Source: an optimization exercise on an open RTL-to-GDS flow (aim: small area, a short achievable clock period and few clock cycles per item). Production flows keep margins and buffers that such runs may drop. Only simulation tests tie the RTL to the original design; equivalence was not proved.

[config.mk]
export PLATFORM = sky130hd
export DESIGN_NAME = alu_muldiv_seq
export DESIGN_NICKNAME = alu_muldiv_seq
export VERILOG_FILES = /design/flow/design.v
export SDC_FILE = /design/flow/constraint.sdc
export NUM_CORES = 4
export LEC_CHECK = 0
export CAP_MARGIN = 20
export CORE_MARGIN = 2
export CORE_UTILIZATION = 40
export SETUP_SLACK_MARGIN = 3.5
export SLEW_MARGIN = 20
export SYNTH_HIERARCHICAL = 1
export TNS_END_PERCENT = 0
[run.sh]
#!/bin/bash
# synth_recipe.tcl (not shown) runs the flow's synth.tcl, then flattens the netlist and writes it again
# the make line also repeats each setting of config.mk as NAME=value (left out here)
make -C /OpenROAD-flow-scripts/flow DESIGN_CONFIG=/design/flow/config.mk WORK_HOME=/design/flow/orfs CLKGATE_MAP_FILE= SYNTH_SCRIPT=/design/flow/synth_recipe.tcl finish
[design.v]
module alu_muldiv_seq #(
  parameter int XLEN = 64,
  parameter int OPW  = 3
) (
  input  logic            i_Clk,
  input  logic            i_Rst_n,
  input  logic            i_Valid,
  output logic            o_Ready,
  input  logic [OPW-1:0]  i_Op,
  input  logic [XLEN-1:0] i_Rs1,
  input  logic [XLEN-1:0] i_Rs2,
  input  logic            i_Flush,
  output logic            o_Valid,
  input  logic            i_Ready,
  output logic [XLEN-1:0] o_Result,
  output logic            o_Zero
);
  localparam int ND = 8;           
  localparam int SH = 2 * ND;      
  localparam int ZW = 66 + SH;     
  localparam logic [2:0] S_IDLE = 3'd0, S_PRE1 = 3'd1, S_PRE = 3'd2, S_STEP = 3'd3, S_POST = 3'd4;
  logic [2:0]    state;
  logic [2:0]    op_reg;
  logic [65:0]   s_reg, c_reg;     
  logic [64:0]   x_reg;            
  logic [63:0]   l_reg;            
  logic [SH-1:0] hs_reg, hc_reg;   
  logic          hn_reg;           
  logic [1:0]    lcin_reg;         
  logic [ND-1:0] bsone_reg, bstwo_reg, bsneg_reg;  
  logic [5:0]    cnt_reg;
  logic          aneg_reg, bneg_reg, mcorr_reg, bzero_reg;
  logic [6:0]    lza_reg, lzb_reg;
  logic          pgs_reg, pxs_reg, pinc_reg, qinv_reg;   
  logic [63:0]   res_reg;
  logic          valid_reg, ready_reg;
  logic          sdiv_reg, smul_reg;             
  logic in_div, a_sgn, b_sgn, a_neg, b_neg;
  always_comb begin
    in_div = i_Op[2];
    a_sgn  = in_div ? ~i_Op[0] : (i_Op[1:0] != 2'd3);
    b_sgn  = in_div ? ~i_Op[0] : ~i_Op[1];
    a_neg  = a_sgn & i_Rs1[63];
    b_neg  = b_sgn & i_Rs2[63];
  end
  function automatic logic [6:0] lzc64(input logic [63:0] v);
    lzc64 = 7'd64;
    for (int i = 0; i < 64; i++)
      if (v[i]) lzc64 = 7'(63 - i);
  endfunction
  logic [63:0] va, vb, a_mag, b_mag;
  logic [8:0]  dsh;
  logic [64:0] bal;
  logic        dinv, dinc;
  always_comb begin
    va    = i_Rs1 ^ {64{a_neg}};
    vb    = i_Rs2 ^ {64{b_neg}};
    a_mag = aneg_reg ? -x_reg[63:0] : x_reg[63:0];
    b_mag = bneg_reg ? -l_reg : l_reg;
    dsh   = {2'b0, lzb_reg} - {2'b0, lza_reg} + {8'b0, aneg_reg};
    bal   = {1'b0, c_reg[63:0]} << {dsh[6:1], 1'b0};
    dinv = op_reg[1] ? aneg_reg : (bzero_reg | (aneg_reg ^ bneg_reg));
    dinc = op_reg[1] ? aneg_reg : (~bzero_reg & (aneg_reg ^ bneg_reg));
  end
  logic [ZW-1:0] row [ND+3];
  logic [ZW-1:0] q1s, q1c, q2s, q2c, q3s, q3c, q4s, q4c, q5s, q5c, q6s, q6c, q7s, q7c, q8s, q8c, q9s, q9c;
  logic [SH+1:0] lo_sum;
  function automatic logic [2*ZW-1:0] csa(input logic [ZW-1:0] a, input logic [ZW-1:0] b,
                                          input logic [ZW-1:0] c);
    logic [ZW-1:0] s, cy;
    s  = a ^ b ^ c;
    cy = ((a & b) | (a & c) | (b & c)) << 1;
    csa = {cy, s};
  endfunction
  function automatic logic [3*ND-1:0] booth_sel(input logic [SH:0] v);
    logic [ND-1:0] one, two, ng;
    for (int k = 0; k < ND; k++) begin
      one[k] = v[2*k+1] ^ v[2*k];
      two[k] = (v[2*k+2] & ~v[2*k+1] & ~v[2*k]) | (~v[2*k+2] & v[2*k+1] & v[2*k]);
      ng[k]  = v[2*k+2];
    end
    booth_sel = {ng, two, one};
  endfunction
  always_comb begin
    row[0] = '0;
    row[0][65:0] = s_reg;
    for (int k = 0; k < ND; k++) row[0][66 + 2*k] = 1'b1;   
    row[1] = {{(ZW-66){1'b0}}, c_reg};
    for (int k = 0; k < ND; k++) begin
      logic [65:0] m, r;
      m   = ({66{bsone_reg[k]}} & {x_reg[64], x_reg}) | ({66{bstwo_reg[k]}} & {x_reg, 1'b0});
      r   = m ^ {66{bsneg_reg[k]}};
      row[k+2] = '0;
      row[k+2][2*k +: 66] = {~r[65], r[64:0]};
      if (k > 0) row[k+2][2*k-2] = bsneg_reg[k-1];
    end
    row[ND+2] = '0;
    row[ND+2][SH +: 64] = (mcorr_reg & (cnt_reg == 6'd0)) ? x_reg[63:0] : 64'b0;
    {q1c, q1s} = csa(row[0], row[1], row[2]);
    {q2c, q2s} = csa(row[3], row[4], row[5]);
    {q3c, q3s} = csa(row[6], row[7], row[8]);
    {q4c, q4s} = csa(q1s, q1c, q2s);
    {q5c, q5s} = csa(q2c, q3s, q3c);
    {q6c, q6s} = csa(row[9], row[10], q4s);
    {q7c, q7s} = csa(q4c, q5s, q5c);
    {q8c, q8s} = csa(q6s, q6c, q7s);
    {q9c, q9s} = csa(q8s, q8c, q7c);
    lo_sum = {2'b0, hs_reg} + {2'b0, hc_reg} + {3'b0, hn_reg, {(SH-2){1'b0}}} + {{SH{1'b0}}, lcin_reg};
  end
  logic [67:0] dr, db1, db2, dd1, dd2, dd3, d3s, d3c;
  logic [68:0] dd1w, dd2w, dd3w;
  amd_add #(69) u_dd1 (.a({dr, 1'b1}), .b({~db1, 1'b1}), .y(dd1w));
  amd_add #(69) u_dd2 (.a({dr, 1'b1}), .b({~db2, 1'b1}), .y(dd2w));
  amd_add #(69) u_dd3 (.a({d3s, 1'b1}), .b({d3c, 1'b1}), .y(dd3w));
  logic [1:0]  dq;
  logic [63:0] drn;
  always_comb begin
    dr   = {4'b0, s_reg[63:0]};
    db1  = {3'b0, x_reg};
    db2  = {2'b0, x_reg, 1'b0};
    dd1  = dd1w[68:1];
    dd2  = dd2w[68:1];
    d3s  = dr ^ ~db1 ^ ~db2;
    d3c  = {((dr[66:0] & ~db1[66:0]) | (dr[66:0] & ~db2[66:0]) | (~db1[66:0] & ~db2[66:0])), 1'b1};
    dd3  = dd3w[68:1];
    if (~dd3[67])      begin dq = 2'd3; drn = dd3[63:0]; end
    else if (~dd2[67]) begin dq = 2'd2; drn = dd2[63:0]; end
    else if (~dd1[67]) begin dq = 2'd1; drn = dd1[63:0]; end
    else               begin dq = 2'd0; drn = s_reg[63:0]; end
  end
  localparam int FW = 64 + SH;
  logic [FW-1:0] fa, fb, fc, fs, fcy;
  logic [FW:0]   fsum;
  logic [63:0]   post_res;
  logic          fc1, fc2;
  always_comb begin
    fc1  = lcin_reg[0] | lcin_reg[1];
    fc2  = lcin_reg[1];
    fa   = {(s_reg[63:0] & {64{pgs_reg}}) ^ {64{pxs_reg}}, hs_reg};
    fb   = {c_reg[63:0], hc_reg};
    fc   = {64'b0, 1'b0, hn_reg, {(SH-2){1'b0}}};
    fs   = fa ^ fb ^ fc;
    fcy  = {((fa[FW-2:0] & fb[FW-2:0]) | (fa[FW-2:0] & fc[FW-2:0]) | (fb[FW-2:0] & fc[FW-2:0])), fc1};
    fcy[SH] = fcy[SH] | pinc_reg;
    if (op_reg == 3'd0)
      post_res = {fsum[SH:1], l_reg[63:SH]};
    else
      post_res = fsum[FW:SH+1];
  end
  amd_add #(FW+1) u_fsum (.a({fs, 1'b1}), .b({fcy, fc2}), .y(fsum));
  logic accept, handoff, post_fire;
  assign accept    = i_Valid & ready_reg & ~i_Flush;
  assign handoff   = valid_reg & i_Ready & ~i_Flush;
  assign post_fire = (state == S_POST) & ~valid_reg;
  logic [2:0] state_n;
  logic       valid_n;
  always_comb begin
    state_n = state;
    valid_n = valid_reg;
    if (handoff) valid_n = 1'b0;
    if (post_fire) begin
      valid_n = 1'b1;
      state_n = S_IDLE;
    end
    case (state)
      S_PRE1: state_n = S_PRE;
      S_PRE:  state_n = (bzero_reg | dsh[8]) ? S_POST : S_STEP;
      S_STEP: if (cnt_reg == 6'd0) state_n = S_POST;
      default: ;
    endcase
    if (accept) state_n = ~i_Op[2] ? S_STEP : (a_neg | b_neg) ? S_PRE1 : S_PRE;
    if (i_Flush) begin
      state_n = S_IDLE;
      valid_n = 1'b0;
    end
  end
  always_ff @(posedge i_Clk) begin
    if (!i_Rst_n) begin
      state     <= S_IDLE;
      valid_reg <= 1'b0;
      ready_reg <= 1'b1;
      sdiv_reg  <= 1'b0;
      smul_reg  <= 1'b0;
    end else begin
      state     <= state_n;
      valid_reg <= valid_n;
      sdiv_reg  <= (state_n == S_STEP) & ((state == S_STEP) ? op_reg[2] : (state == S_PRE));
      smul_reg  <= (state_n == S_STEP) & ((state == S_STEP) ? ~op_reg[2] : accept);
      ready_reg <= (state_n == S_IDLE) | ((state_n == S_POST) & ~valid_n);
    end
  end
  always_ff @(posedge i_Clk) begin
    if (post_fire) res_reg <= post_res;
    if (sdiv_reg | smul_reg) begin
      cnt_reg <= cnt_reg - 6'd1;
      if (sdiv_reg) begin
        s_reg[63:0] <= drn;
        if (~op_reg[1]) c_reg <= {c_reg[63:0], dq ^ {2{qinv_reg}}};
        x_reg <= {2'b0, x_reg[64:2]};
      end else begin
        s_reg     <= q9s[ZW-1:SH];
        c_reg     <= q9c[ZW-1:SH];
        hs_reg    <= q9s[SH-1:0];
        hc_reg    <= q9c[SH-1:0];
        hn_reg    <= bsneg_reg[ND-1];
        lcin_reg  <= lo_sum[SH+1:SH];
        {bsneg_reg, bstwo_reg, bsone_reg} <= booth_sel(l_reg[2*SH-1:SH-1]);
        l_reg     <= {lo_sum[SH-1:0], l_reg[63:SH]};
      end
    end else if (ready_reg) begin
      op_reg    <= i_Op;
      aneg_reg  <= a_neg;
      bneg_reg  <= b_neg;
      mcorr_reg <= ~in_div & ~b_sgn & i_Rs2[63];
      s_reg     <= in_div ? {2'b0, i_Rs1} : {2'b10, 64'b0};
      c_reg     <= in_div ? {2'b0, i_Rs2} : 66'b0;
      lza_reg   <= lzc64(va);
      lzb_reg   <= lzc64(vb);
      bzero_reg <= (i_Rs2 == 64'b0);
      x_reg     <= {a_sgn & i_Rs1[63], i_Rs1};
      l_reg     <= i_Rs2;
      hs_reg    <= '0;
      hc_reg    <= '0;
      hn_reg    <= 1'b0;
      lcin_reg  <= 2'b0;
      {bsneg_reg, bstwo_reg, bsone_reg} <= booth_sel({i_Rs2[SH-1:0], 1'b0});
      cnt_reg   <= 6'(64 / SH - 1);
      pgs_reg   <= 1'b1;
      pxs_reg   <= 1'b0;
      pinc_reg  <= 1'b0;
    end else if (state == S_PRE1) begin
      s_reg     <= {2'b0, a_mag};
      c_reg     <= {2'b0, b_mag};
    end else if (state == S_PRE) begin
      c_reg    <= {66{~op_reg[1] & dinv}};
      x_reg    <= bal;
      cnt_reg  <= dsh[6:1];
      pgs_reg  <= op_reg[1];
      pxs_reg  <= op_reg[1] & dinv;
      pinc_reg <= dinc;
      qinv_reg <= ~op_reg[1] & dinv;
    end
  end
  assign o_Ready  = ready_reg;
  assign o_Valid  = valid_reg;
  assign o_Result = res_reg;
  assign o_Zero   = (res_reg == 64'b0);
endmodule
module amd_add #(
  parameter int W = 64
) (
  input  logic [W-1:0] a,
  input  logic [W-1:0] b,
  output logic [W-1:0] y
);
  assign y = a + b;
endmodule
[constraint.sdc]
create_clock -name core_clock -period 8.0 [get_ports {i_Clk}]
set_input_delay 1.6000 -clock core_clock [delete_from_list [all_inputs] [get_ports {i_Clk}]]
set_output_delay 1.6000 -clock core_clock [all_outputs]
set_load 0.01 [all_outputs]
==> qor.csv, run 1 <==
metric,value,unit
min-delay-start,cnt_reg[0],
cts_tree,built,
dpl.cell_count,11105,
cts_root_buf,clkbuf_16,
slew_headroom,0.101,
clk_latency,0.73,ns
worstRegToRegCells,12,
maxSlewViolCount,0,
htree_num_levels,2,
wl,413,mm
ys.warnings.count,8,
dp_slack,1.82,ns
drv_cap,0,
stdcell_count,11480,
cts.sinks,411,
cp_top_family,compound AO/OA/AOI/OAI gates,
first_iter_violations,11124,
overflow,0,
fin_skew,0.0705,ns
drt-pass1-iter-count,9,
numCtsBuffers,55,
synthCells,8989,
grt_pass1_vias,72163,
drive_gt1_frac,0.113,
core_area,190000,um^2
syn2layout_area_growth,13.4,%
period_share,0.618,
hold_depth,1,
min_path_type,flip-flop to flip-flop,
dp_hpwl,298,mm
tightest_slew,1.33,ns
path_class,flip-flop to flip-flop,
rr_startpoint,hs_reg[5],
syn_area,76300,um^2
rows,160,
setup_tns,0,ns
fmax,202,MHz
path_buf_inv,0,
max_stage_delay,0.74,ns
grt_first_pass_wirelength,570,mm
io_buffers,202,
antenna_found_initial,47,
setup_viol,0,
design.die.area,194000,um^2
crit_path_cell_trace,ha_1 > ha_1 > o21ai_1 > a21oi_1 > a32oi_1 > o21ai_0 > a22oi_1 > nor2_1 > a21oi_1 > o21bai_1 > xor2_1 > mux2_2,
r2r_end,res_reg[20],
dr_total_vias,76719,
drc,0,
endpoint_kind,flip-flop,
hold_viol,0,
placed_area,80100,um^2
path_max_fanout,6,
start_util,0.402,
grt.total_usage,0.413,
nNetsFinal,10129,
status,"complete, no violations",
rsz0062_at_grt,true,
start_kind,flip-flop,
cts.clk_slew.worst_paths,0.07,ns
wl_per_cell,36.0,um
slowest_stage,o21ai_0,
final_common_cell,nand2_1,
ioPinCount,203,
die_w,441,um
stdcell_area,86500,um^2
layout_common_cells,"nand2_1, fa_1, inv_1, a21oi_1, xor2_1",
vias_per_cell,6.68,
ant_nets,0,
cts_buffer_depth,3,
grt_max_degree,77,
gp_congestion,1.05,
cp.arrival,5.40,ns
synth_area_per_cell,8.49,um^2
die_h,441,um
fin_crit,4.94,ns
cp.required,8.45,ns
min_delay_worst_endpoint,cnt_reg[0],
reg2reg_slack,3.06,ns
fin_ws,3.06,ns
## metrics by stage
stage / utilization / hold slack [ns]
2_1_floorplan: - / 0.557
3_3_place_gp: 0.422 / 0.598
3_5_place_dp: 0.422 / 0.604
4_1_cts: 0.451 / 0.614
5_1_grt: 0.456 / 0.634
6_report: 0.456 / 0.611
## routing by layer
metal  vias to the layer above  GRT usage  wire length (um)
met2                      5604      0.571            166000
met3                      1276      0.151             55200
met4                        22      0.262             32000
li1                      31912          -                 -
met5                         -          0               129
met1                     37905      0.540            160000
## layout make-up
cell class                      count  area (um^2)
Antenna cell                       33         82.6
Inverter                          632         2420
Multi-Input combinational cell   7203        60300
Fill cell                       18721       103000
Sequential cell                   411        12300
Clock inverter                     35          333
Clock buffer                       66         1420
Tap cell                         2511         3140
Timing Repair Buffer              589         6520
## worst reg2reg max path: cells and delay by family, from the launching register on
family                     cells  cell delay, ns
AOI/OAI and AO/OA              7            2.40
xor gates and xnor gates       1            0.20
adders and majority gates      2            1.03
DFF                            1            0.41
muxes                          1            0.38
and+or+nand+nor                1            0.27
## repair_timing
item,4_1_cts,5_1_grt
pin swaps,58,53
setup endpoints to repair,293,300
setup buffers,188,16
cloned,33,4
gates resized for setup,271,131
hold buffers,0,0
endpoints found under the hold margin,0,0
## worst max path at each step
stage                              to  cells after the start  slack (ns)         start
after floorplan              s_reg[0]                     19        2.90     x_reg[10]
after global placement     lza_reg[0]                     14        0.57       i_Op[2]
after detailed placement     s_reg[0]                     15        1.82      x_reg[3]
after CTS                   c_reg[49]                     15        3.32  bstwo_reg[3]
after global routing        c_reg[50]                     16        3.16  bstwo_reg[1]
final                     res_reg[20]                     12        3.06     hs_reg[5]
Testbench counts, summed over its fixed seeds: cycles 14,496, items 2,400.
==> run 2: changes to the inputs <==
--- a/design.v
+++ b/design.v
@@ -143,4 +143,5 @@
     fcy  = {((fa[FW-2:0] & fb[FW-2:0]) | (fa[FW-2:0] & fc[FW-2:0]) | (fb[FW-2:0] & fc[FW-2:0])), fc1};
     fcy[SH] = fcy[SH] | pinc_reg;
+    fsum = {fs, 1'b1} + {fcy, fc2};
     if (op_reg == 3'd0)
       post_res = {fsum[SH:1], l_reg[63:SH]};
@@ -148,5 +149,4 @@
       post_res = fsum[FW:SH+1];
   end
-  amd_add #(FW+1) u_fsum (.a({fs, 1'b1}), .b({fcy, fc2}), .y(fsum));
   logic accept, handoff, post_fire;
   assign accept    = i_Valid & ready_reg & ~i_Flush;
==> run 2 against run 1 <==
Flip-flop and latch count unchanged. Fmax up 0.14%. Utilization shrank 0.34 points. Sequential share of layout area rose by 0.63 points.
==> qor.csv, run 2 <==
metric,value,unit,change
endpoint_kind,flip-flop,,
core_area,183000,um^2,-3.5%
setup_tns,0,ns,unchanged
placed_area,77900,um^2,-2.8%
tightest_slew,1.35,ns,+0.0199 ns
slew_headroom,0.0990,,-0.00151
min_path_type,flip-flop to flip-flop,,
htree_num_levels,2,,unchanged
gp_congestion,1.03,,-2.2%
numCtsBuffers,54,,-1.8%
path_max_fanout,27,,+21
drc,0,,unchanged
multi_input_area,57200,um^2,-5.2%
maxSlewViolCount,0,,unchanged
cts_root_buf,clkbuf_16,,
syn_area,73700,um^2,-3.5%
cts.clk_slew.worst_paths,0.06,ns,about the same
start_util,0.402,,about the same
layout_common_cells,"nand2_1, fa_1, inv_1, o21ai_0, a21oi_1",,
wl,368,mm,-11%
drive_gt1_frac,0.0865,,-0.0269
cp.arrival,5.32,ns,-0.08 ns
io_buffers,202,,unchanged
cts_tree,built,,
final_common_cell,nand2_1,,
clk_latency,0.72,ns,about the same
start_kind,flip-flop,,
ioPinCount,203,,unchanged
synthCells,8755,,-2.6%
fillers,18099,,-3.3%
setup_viol,0,,unchanged
vias_per_cell,6.53,,-2.2%
ys.warnings.count,8,,unchanged
grt.total_usage,0.383,,-0.0296
die_w,433,um,-1.7%
cp_top_family,compound AO/OA/AOI/OAI gates,,
die_h,433,um,-1.7%
cp.required,8.39,ns,-0.06 ns
syn2layout_area_growth,12.5,%,
nNetsFinal,9869,,-2.6%
seq_area,12300,um^2,unchanged
max_stage_delay,0.64,ns,-0.10 ns
fin_crit,4.94,ns,-0.00677 ns
wl_per_cell,32.9,um,-8.4%
path_buf_inv,3,,+3
status,"complete, no violations",,
drt-pass1-iter-count,9,,unchanged
ant_nets,0,,unchanged
rsz0062_at_grt,true,,
overflow,0,,unchanged
antenna_found_initial,59,,+26%
stdcell_area,82900,um^2,-4.2%
fin_skew,0.0640,ns,-0.00649 ns
path_class,flip-flop to flip-flop,,
design.die.area,188000,um^2,-3.4%
dp_hpwl,278,mm,-6.8%
period_share,0.617,,-0.000846
crit_path_cell_trace,inv_1 > ha_1 > inv_1 > fa_1 > xor2_4 > and3_1 > xor2_4 > buf_4 > mux2i_1 > nand2_1 > nand3_1 > o21ai_0 > a221oi_1 > a21oi_1,,
synth_area_per_cell,8.41,um^2,-0.89%
dr_total_vias,73095,,-4.7%
grt_max_degree,133,,+73%
grt_first_pass_wirelength,519,mm,-9.1%
cts_buffer_depth,3,,unchanged
drv_cap,0,,unchanged
fmax,203,MHz,+0.14%
hold_viol,0,,unchanged
slowest_stage,mux2i_1,,
first_iter_violations,11313,,+1.7%
rows,157,,-1.9%
grt_pass1_vias,68608,,-4.9%
cts.sinks,411,,unchanged
## run 2: cell count changes in the layout (fill, tap and decap cells not counted), moves of 39 or more
| cell | change |
|---|---|
| mux2i_1 | -65 |
| nand3_1 | -39 |
| nor3_1 | -39 |
| a22oi_2 | -93 |
| a22oi_1 | +89 |
| mux2_2 | -63 |
| a21oi_1 | -49 |
| nand2_1 | +61 |
| o21ai_0 | +85 |
## run 2: per-stage QoR
stage / worst slack, ns / instances / hold WS, ns / utilization
2_1_floorplan: 2.97 / 8779 / 0.549 / -
3_5_place_dp: 1.78 / 10871 / 0.610 / 0.425
5_1_grt: 3.05 / 11164 / 0.677 / 0.452
4_1_cts: 3.27 / 11129 / 0.625 / 0.450
3_3_place_gp: 1.35 / 10869 / 0.601 / 0.425
6_report: 3.06 / 11188 / 0.637 / 0.453
## run 2: tightest hold or removal path, delay by kind of cell (launching register included)
| family | cells | cell delay, ns |
|---|---|---|
| DFF | 1 | 0.40 |
| and+or+nand+nor | 1 | 0.06 |
| AOI/OAI and AO/OA | 1 | 0.06 |
## run 2: repair_timing
action,in CTS,in global routing
resized for setup,249,81
setup endpoints to repair,277,272
buffers inserted,146,20
hold endpoints to repair,0,0
cloned,18,1
pin swaps,48,30
hold buffers,0,0
## run 2: cell type report
cell class,instances,share of cell area
Tap cell,2464,0.0372
Inverter,645,0.0297
Antenna cell,38,0.00115
Clock buffer,63,0.0170
Clock inverter,31,0.00400
Timing Repair Buffer,561,0.0722
Sequential cell,411,0.148
Multi-Input combinational cell,6975,0.691
## run 2: final timing paths
path / start / endpoint / slack, ns / cells after the start
setup / recovery: lzb_reg[0] / x_reg[46] / 3.06 / 14
hold reg to reg: c_reg[14] / c_reg[16] / 0.64 / 2
setup reg to reg: lzb_reg[0] / x_reg[46] / 3.06 / 14
hold / removal: c_reg[14] / c_reg[16] / 0.64 / 2
## run 2: per-layer routing
layer	GRT usage	wire length, um	up-vias
met3	0.113	47000	1095
met5	0	252	-
met4	0.251	28500	36
li1	-	-	30746
met1	0.500	140000	36080
met2	0.549	153000	5138
Testbench counts of run 2, summed over its fixed seeds: cycles 14,496, items 2,400.
==> run 3: changes to the inputs <==
--- a/config.mk
+++ b/config.mk
@@ -8,5 +8,6 @@
 export CAP_MARGIN = 20
 export CORE_MARGIN = 2
-export CORE_UTILIZATION = 40
+export CORE_UTILIZATION = 45
+export PLACE_DENSITY = 0.7
 export SETUP_SLACK_MARGIN = 3.5
 export SLEW_MARGIN = 20
==> run 3 against run 2 <==
Critical path depth unchanged. First-iteration DRC count grew 7.2%. Cell area shrank 2.6%. Synthesized cell count unchanged. Wire length fell by 8.5%. Via count shrank 0.56%. Final cell count is 3.6% lower. Flip-flop and latch count stayed put.
==> qor.csv, run 3 <==
metric,value,unit,change
status,"complete, no violations",,
start_kind,flip-flop,,
cts.sinks,411,,unchanged
core_area,163000,um^2,-11%
dp_slack,1.41,ns,-0.370 ns
maxSlewViolCount,0,,unchanged
drive_gt1_frac,0.0665,,-0.0199
dr_total_vias,72684,,-0.56%
holdWs,0.623,ns,-0.0134 ns
first_iter_violations,12128,,+7.2%
grt_pass1_vias,68136,,-0.69%
synthCells,8755,,unchanged
drt-pass1-iter-count,10,,+1
die_w,409,um,-5.7%
r2r_end,x_reg[61],,
fin_ws,2.79,ns,-0.271 ns
endpoint_kind,flip-flop,,
io_buffers,202,,unchanged
dpl.cell_count,10535,,-3.1%
wl_per_cell,31.3,um,-5.0%
wl,337,mm,-8.5%
dp_hpwl,251,mm,-9.8%
fin_crit,5.21,ns,+0.271 ns
setup_tns,0,ns,unchanged
min-delay-start,cnt_reg[0],,
final_common_cell,nand2_1,,
cts_root_buf,clkbuf_16,,
gp_congestion,1.06,,+3.3%
drv_cap,0,,unchanged
die_h,409,um,-5.7%
htree_num_levels,2,,unchanged
setup_viol,0,,unchanged
grt_max_degree,161,,+21%
rsz0062_at_grt,true,,
cts.clk_slew.worst_paths,0.06,ns,about the same
syn2layout_area_growth,9.59,%,
antenna_found_initial,42,,-29%
slew_headroom,0.104,,+0.00506
overflow,0,,unchanged
cp.required,8.40,ns,about the same
worstRegToRegCells,14,,unchanged
clk_latency,0.70,ns,-0.02 ns
design.die.area,167000,um^2,-11%
cts_tree,built,,
nNetsFinal,9761,,-1.1%
drc,0,,unchanged
vias_per_cell,6.74,,+3.2%
syn_area,73700,um^2,unchanged
hold_viol,0,,unchanged
tightest_slew,1.33,ns,-0.0182 ns
ioPinCount,203,,unchanged
fmax,192,MHz,-5.2%
final_util,0.496,,+0.0439
synth_area_per_cell,8.41,um^2,unchanged
grt_first_pass_wirelength,483,mm,-7.0%
reg2reg_slack,2.79,ns,-0.27 ns
stdcell_count,10782,,-3.6%
path_max_fanout,24,,-11%
period_share,0.651,,+0.0339
path_class,flip-flop to flip-flop,,
ant_nets,0,,unchanged
min_delay_worst_endpoint,cnt_reg[0],,
hold_depth,1,,-1
cp.arrival,5.61,ns,+0.29 ns
layout_common_cells,"nand2_1, fa_1, inv_1, o21ai_0, a21oi_1",,
ys.warnings.count,8,,unchanged
rr_startpoint,lzb_reg[0],,
fin_skew,0.0380,ns,-0.0260 ns
min_path_type,flip-flop to flip-flop,,
cts_buffer_depth,3,,unchanged
fillers,15516,,-14%
start_util,0.453,,+0.0507
rows,148,,-5.7%
numCtsBuffers,53,,-1.9%
grt.total_usage,0.391,,+0.00719
ctsHoldBuffers,0,,unchanged
## run 3: routing by layer
metal / vias to the layer above / wire [um] / GRT usage
li1: 30494 / - / -
met1: 35072 / 122000 / 0.500
met2: 5792 / 134000 / 0.540
met3: 1308 / 50400 / 0.138
met4: 18 / 30700 / 0.283
met5: - / 100 / 0.00259
## run 3: worst max-delay path by stage
stage,to,slack (ns),start,cells after the start
3_3_place_gp,lza_reg[1],1.32,i_Op[2],18
4_1_cts,lza_reg[1],3.04,i_Op[1],18
6_report,x_reg[61],2.79,lzb_reg[0],14
5_1_grt,s_reg[61],2.87,x_reg[54],17
2_1_floorplan,s_reg[0],2.97,x_reg[7],18
3_5_place_dp,lza_reg[1],1.41,i_Op[2],18
## run 3: final cells by class
| cell class | count | area (um^2) | area share |
|---|---|---|---|
| well taps | 2175 | 2720 | 0.0337 |
| clock inverters | 33 | 353 | 0.00437 |
| repair buffers | 453 | 4580 | 0.0567 |
| inverters | 645 | 2450 | 0.0303 |
| diodes | 25 | 62.6 | 0.000775 |
| multi-input cells | 6976 | 56900 | 0.705 |
| clock buffers | 64 | 1410 | 0.0174 |
| flip-flops and latches | 411 | 12300 | 0.152 |
## run 3: worst max-delay path, cell delays in order, from the launching register on
cell and delay [ns]:
edfxtp_1 0.55, inv_1 0.13, ha_1 0.15, inv_1 0.06, fa_1 0.42, xor2_2 0.43, xnor2_2 0.16, buf_4 0.34
nor2_1 0.08, a21oi_1 0.24, o21ai_1 0.33, mux2i_1 0.74, mux2i_1 0.41, a21oi_1 0.64, o221ai_1 0.21
## run 3: through the flow
stage               cell area, um^2
floorplan                     74000
global placement              77100
detailed placement            77100
CTS                           80300
global route                  80700
finish                        80700
## run 3: what timing repair did
item,4_1_cts,5_1_grt
hold endpoints to repair,0,0
resized for setup,129,49
endpoints found under the setup margin,298,307
pin swaps,23,16
buffers inserted,93,22
gates cloned,7,2

==> static timing again, ports no longer ideal <==
The flow's constraints put no driver on any port. The routed layouts listed below were extracted and timed again, unchanged, in two steps.
Step 1, drivers: a clkbuf_16 drives i_Clk and a buf_2 each remaining input, both assumed.
Step 2 times the ports against the registers' clock, not the clock port: input delays grow and output delays shrink by t, the midpoint of the rising clock arrivals with the driver on.
Slacks: no drivers / after step 1 / after step 2; pairs: no drivers / after step 1.
| run | t, ns | setup slack, ns | worst setup path after step 2 | clock arrival spread, ns | worst slew at a driven data input, ns |
|---|---|---|---|---|---|
| run 1 | 0.778 | 3.056 / 3.056 / 2.658 | input to register | 0.072 / 0.071 | 0.29 |
| run 2 | 0.766 | 3.063 / 3.063 / 2.374 | input to register | 0.064 / 0.064 | 0.22 |
| run 3 | 0.758 | 2.792 / 2.792 / 2.226 | input to register | 0.039 / 0.039 | 0.15 |
After both steps setup and hold are still met in every run listed. The setup slack of run 2, which loses most, moves by 0.000 ns with the drivers and by -0.689 ns with both steps.
